Context: an optimization exercise on an open-source flow, tuned for small area, a short achievable clock period and few clock cycles. The choices shown serve that exercise and are no tape-out recipe.
Where RTL was checked, it was by simulation tests only, not by an equivalence proof against the original.

==> flow/design.v (excerpt) <==
module adb_packet_receive_queue_top #(
	parameter int unsigned RING_SLOTS = RING_SLOTS_DEF,
	parameter int unsigned MAX_REPLY  = MAX_REPLY_DEF
) (
	input  logic          clk,
	input  logic          arst_n,
	input  logic          cfg_we,
	input  logic          cfg_wdata,
	input  logic                  item_valid,
	output logic                  item_ready,
	input  logic [MODE_W-1:0]     item_mode,
	input  logic [BYTE_W-1:0]     item_link_byte,
	input  logic                  item_end_of_packet,
	output logic                  result_valid,
	input  logic                  result_ready,
	output logic [OUTCOME_W-1:0]  result_outcome,
	output logic [BYTE_W-1:0]     result_status_flags,
	output logic [BYTE_W-1:0]     result_echoed_command,
	output logic [BYTE_W-1:0]     result_data_byte,
	output logic [DATA_IDX_W-1:0] result_data_index,
	output logic                  result_has_data,
	output logic                  result_last
);
	localparam int unsigned PTR_W  = $clog2(RING_SLOTS);
	localparam int unsigned SLOT_W = MAX_REPLY - 1;
	localparam int unsigned OFF_W  = $clog2(SLOT_W);
	logic              deliver_enable_q;
	logic              wr_en;
	logic [PTR_W-1:0]  wr_slot, q_slot;
	logic [1:0]        wr_kind;
	logic [$clog2(SLOT_W-2)-1:0] q_pos;
	logic [RING_SLOTS-1:0] rd_slot_oh;
	logic [SLOT_W-3:0] rd_pos_oh, q_pos_oh;
	logic [BYTE_W-1:0] wr_byte, rd_status, rd_command, rd_data;
	always_ff @(posedge clk or negedge arst_n) begin
		if (!arst_n) begin
			deliver_enable_q <= 1'b0;
		end else if (cfg_we) begin
  ...
Size: ~3700 cells after synthesis, roughly 52000 sq um of cells after synthesis.
clock: 7.0 ns
lec_check: 0
cap_margin: 20
core_margin: 2
core_utilization: 65
setup_slack_margin: 4.3
slew_margin: 20
run.sh (not shown) runs the stock make flow with config.mk's settings and CLKGATE_MAP_FILE= SYNTH_SCRIPT=/design/flow/synth_recipe.tcl, a recipe that flattens the netlist after the stock synthesis.
The baseline ran to the end with no violations.
Next try:
--- a/flow/design.v
+++ b/flow/design.v
@@ -173,17 +173,17 @@
 	assign item_d  = {item_mode, item_link_byte, item_end_of_packet};
 	assign take    = item_valid && rdy_q;
 	assign in_free = !in_v || consume;
 	assign item_ready = rdy_q;
 	always_ff @(posedge clk or negedge arst_n) begin
 		if (!arst_n) begin
 			in_v  <= 1'b0;
 			sk_v  <= 1'b0;
-			rdy_q <= 1'b0;
+			rdy_q <= 1'b1;
 		end else begin
 			if (in_free) begin
 				in_v  <= sk_v || take;
 				sk_v  <= 1'b0;
 				rdy_q <= 1'b1;
 			end else begin
 				sk_v  <= sk_v || take;
 				rdy_q <= !(sk_v || take);
@@ -201,18 +201,16 @@
 	logic [MODE_W-1:0] in_mode;
 	logic [BYTE_W-1:0] in_byte;
 	logic              in_eop;
 	assign {in_mode, in_byte, in_eop} = in_d;
 	adbq_pkg::rx_phase_t phase_q;
 	logic [CNT_W-1:0]  count_q;
 	logic              type0_q;
 	logic [PTR_W-1:0]  head_q, tail_q;
-	logic [RING_SLOTS-1:0] tail_oh;    
-	logic [PTR_W-1:0]  occ_q;          
 	logic [RING_SLOTS-1:0] busy_q, busy_set, busy_clr;
 	logic [LEN_W-1:0]  nd_mem [RING_SLOTS];
 	logic is_byte, is_abort, is_pop, owes, stores, st_cmd, data, judging, judge_ok, stall;
 	logic empty, full, pend_v, aligned, busy_wait, cmd_safe, data_safe;
 	logic [POS_W-1:0] al_q;
 	logic [OUTCOME_W-1:0] pend_oc;
 	logic [LEN_W-1:0] judge_nd;
 	logic [OUTCOME_W-1:0] judge_oc;
@@ -223,22 +221,22 @@
 	assign is_byte  = (in_mode == MODE_BYTE);
 	assign is_abort = (in_mode == MODE_ABORT);
 	assign is_pop   = (in_mode == MODE_POP);
 	assign owes     = (is_byte && in_eop) || is_abort || is_pop;
 	assign stores   = is_byte && (phase_q == PH_RECV) && (count_q != '0);
 	assign st_cmd   = stores && (count_q < CNT_W'(3));
 	assign data     = stores && (count_q >= CNT_W'(3));
 	assign aligned   = (count_q == CNT_W'(3)) || (al_q == '0);
-	assign busy_wait = (|(busy_q & tail_oh)) && ((data && !data_safe) || (st_cmd && !cmd_safe));
+	assign busy_wait = busy_q[tail_q] && ((data && !data_safe) || (st_cmd && !cmd_safe));
 	assign stall    = pend_v || (is_pop && rq_full) || busy_wait || (data && !aligned);
 	assign consume  = in_v && !stall;
 	assign judging  = consume && ((is_byte && in_eop) || is_abort);
-	assign empty = (occ_q == '0);
-	assign full  = (occ_q == PTR_W'(RING_SLOTS - 1));
+	assign empty = (head_q == tail_q);
+	assign full  = (ring_next(tail_q) == head_q);
 	always_comb begin
 		if (is_byte) begin
 			unique case (phase_q)
 				PH_RECV: begin
 					judge_ok = (count_q >= CNT_W'(MIN_PACKET - 1)) && type0_q;
 					judge_nd = LEN_W'(count_q - CNT_W'(MIN_PACKET - 1));
 				end
 				PH_OVER: begin
@@ -288,18 +286,16 @@
 	assign wr_byte = in_byte;
 	always_ff @(posedge clk or negedge arst_n) begin
 		if (!arst_n) begin
 			phase_q <= PH_ATTN;
 			count_q <= '0;
 			type0_q <= 1'b0;
 			head_q  <= '0;
 			tail_q  <= '0;
-			tail_oh <= RING_SLOTS'(1);
-			occ_q   <= '0;
 			busy_q  <= '0;
 			pend_v  <= 1'b0;
 			al_q    <= '0;
 		end else begin
 			if (consume && data) begin
 				al_q <= '0;
 			end else begin
 				al_q <= (al_q == POS_W'(DATA_N - 1)) ? '0 : al_q + POS_W'(1);
@@ -328,33 +324,28 @@
 							count_q <= '0;
 						end
 					endcase
 				end
 				if (judging) begin
 					phase_q <= PH_ATTN;
 					count_q <= '0;
 					if (judge_oc == OC_QUEUED) begin
-						tail_q  <= ring_next(tail_q);
-						tail_oh <= {tail_oh[RING_SLOTS-2:0], tail_oh[RING_SLOTS-1]};
-						occ_q   <= occ_q + PTR_W'(1);
+						tail_q <= ring_next(tail_q);
 					end
 				end
 				if (is_pop && !empty) begin
 					head_q <= ring_next(head_q);
-					occ_q  <= occ_q - PTR_W'(1);
 				end
 			end
 		end
 	end
 	always_ff @(posedge clk) begin
-		for (int i = 0; i < RING_SLOTS; i++) begin
-			if (judging && judge_oc == OC_QUEUED && tail_oh[i]) begin
-				nd_mem[i] <= judge_nd;
-			end
+		if (judging && judge_oc == OC_QUEUED) begin
+			nd_mem[tail_q] <= judge_nd;
 		end
 		if (judging) begin
 			pend_oc <= judge_oc;
 		end
 	end
 	assign rq_full = rq_v[RQ_DEPTH-1];
 	assign rq_head = rq_q[0];
 	always_ff @(posedge clk or negedge arst_n) begin
@@ -399,18 +390,18 @@
 	assign c_fin      = emit && c_last;
 	assign c_load     = (!c_v || c_fin) && rq_v[0];
 	assign rq_pop     = c_load;
 	assign rd_slot_oh = c_slot_oh;
 	assign rd_pos_oh  = c_pos_oh;
 	assign q_slot     = PTR_W'(rq_head[2:0]);
 	assign q_nd       = nd_mem[PTR_W'(rq_head[2:0])];
 	assign busy_clr   = (c_fin && c_rep) ? c_slot_oh : '0;
-	assign cmd_safe  = c_v && c_rep && c_done && (|(c_slot_oh & tail_oh));
-	assign data_safe = c_v && c_rep && c_safe && (|(c_slot_oh & tail_oh));
+	assign cmd_safe  = c_v && c_rep && c_done && (c_slot == tail_q);
+	assign data_safe = c_v && c_rep && c_safe && (c_slot == tail_q);
 	always_ff @(posedge clk or negedge arst_n) begin
 		if (!arst_n) begin
 			c_v         <= 1'b0;
 			res_valid_q <= 1'b0;
 		end else begin
 			if (c_load) begin
 				c_v <= 1'b1;
 			end else if (c_fin) begin
After rerunning: Count of clock-buffer cells in the layout went down by 10. Cell area went down by 0.52%. Routed wire length goes down by 1.4%. Fmax drops by 0.30%. Die area drops by 0.83%. Global-route usage decreases by 0.34 points. Critical path depth is lower by 2. Non-clock buffer count goes down by 27. Setup slack gets worse by 8.5 ps.
Testbench counts after the change, summed over its fixed seeds: cycles 23,243.
No functional check of the RTL was part of the first run of this note.

========
raven:
Another version of the RTL of adb_packet_receive_queue_top (not shown whole).
Settings: LEC_CHECK=0, CAP_MARGIN=20, CORE_MARGIN=2, CORE_UTILIZATION=65, CTS_BUF_LIST=sky130_fd_sc_hd__clkbuf_8, CTS_CLUSTER_DIAMETER=45, CTS_CLUSTER_SIZE=20, SETUP_SLACK_MARGIN=4.4, SLEW_MARGIN=20; clock period 7.0 ns.
Input changes introduced in lagoon (baseline for comparison: raven):
--- a/flow/design.v
+++ b/flow/design.v
@@ -115,23 +115,23 @@
 			end
 			rd_status  = rd_status  | (status[s] & {BYTE_W{rd_slot_oh[s]}});
 			rd_command = rd_command | (cmd[s]    & {BYTE_W{rd_slot_oh[s]}});
 			rd_data    = rd_data    | (row[s]    & {BYTE_W{rd_slot_oh[s]}});
 		end
 	end
 endmodule
 import adbq_pkg::*;
 module adbq_seq #(
 	parameter int unsigned RING_SLOTS = RING_SLOTS_DEF,
 	parameter int unsigned MAX_REPLY  = MAX_REPLY_DEF,
-	parameter int unsigned RQ_DEPTH   = 4,
+	parameter int unsigned RQ_DEPTH   = 6,
 	localparam int unsigned PTR_W  = $clog2(RING_SLOTS),
 	localparam int unsigned SLOT_W = MAX_REPLY - 1,
 	localparam int unsigned OFF_W  = $clog2(SLOT_W),
 	localparam int unsigned LEN_W  = $clog2(MAX_REPLY),
 	localparam int unsigned DATA_N = SLOT_W - 2,
 	localparam int unsigned POS_W  = $clog2(DATA_N)
 ) (
 	input  logic              clk,
 	input  logic              arst_n,
 	input  logic              deliver_enable,
 	input  logic              item_valid,
--- outcome ---
- lagoon does worse than raven on total power.
- Compared with raven, lagoon shows a per-instance average area after synthesis that is about 0.7% lower.
- lagoon ends up with a number of synthesized register bits that is 10 higher than in raven.
- In terms of portion of netlist area occupied by mux cells, lagoon and raven differ only marginally.
- Wire length on met1 went up by a few percent going from raven to lagoon.
- lagoon against raven: final hold slack higher, global-route wire length before repair closely matched the old numbers.
- | total count of hold-check failures in the final report | raven vs lagoon | ≈ equal |
- Compared with raven, in lagoon ratio of cells with drive above 1 in the final layout decreased 0.42 points, number of ordinary and repair buffers in the finished layout lost 5.3%.
Testbench counts of lagoon, summed over its fixed seeds: cycles 23,032.
Only the layout flow was run in raven; the RTL was not checked for function there.

static timing again, ports no longer ideal:
The results above use ideal ports. As a check the final layouts listed here were re-extracted and re-timed, cells and wires unchanged. Step 1 sets driving cells, clkbuf_16 on the clock port and buf_2 on the other inputs (assumed; they add their load-dependent delay and slew). Step 2 also shifts input and output timing later by t, the mid clock arrival at the registers, as if the neighbouring blocks saw the same clock. Slacks: no drivers / after step 1 / after step 2; pairs: no drivers / after step 1.
| run | t (ns) | setup WS [ns] | worst setup path after step 2 | pins driven straight from the clock port |
|---|---|---|---|---|
| the first run of note 1 | 0.803 | 4.177 / 4.156 / 3.491 | input to register | 1 |
| the second run of note 1 | 0.800 | 4.169 / 4.140 / 3.700 | input to register | 1 |
| raven | 0.895 | 4.060 / 3.993 / 3.844 | input to register | 1 |
| lagoon | 0.877 | 4.133 / 4.075 / 3.582 | input to register | 1 |
After both steps every run listed still meets setup and hold. The setup slack of the first run of note 1, which loses most, moves by -0.021 ns with the drivers and by -0.686 ns with both steps.
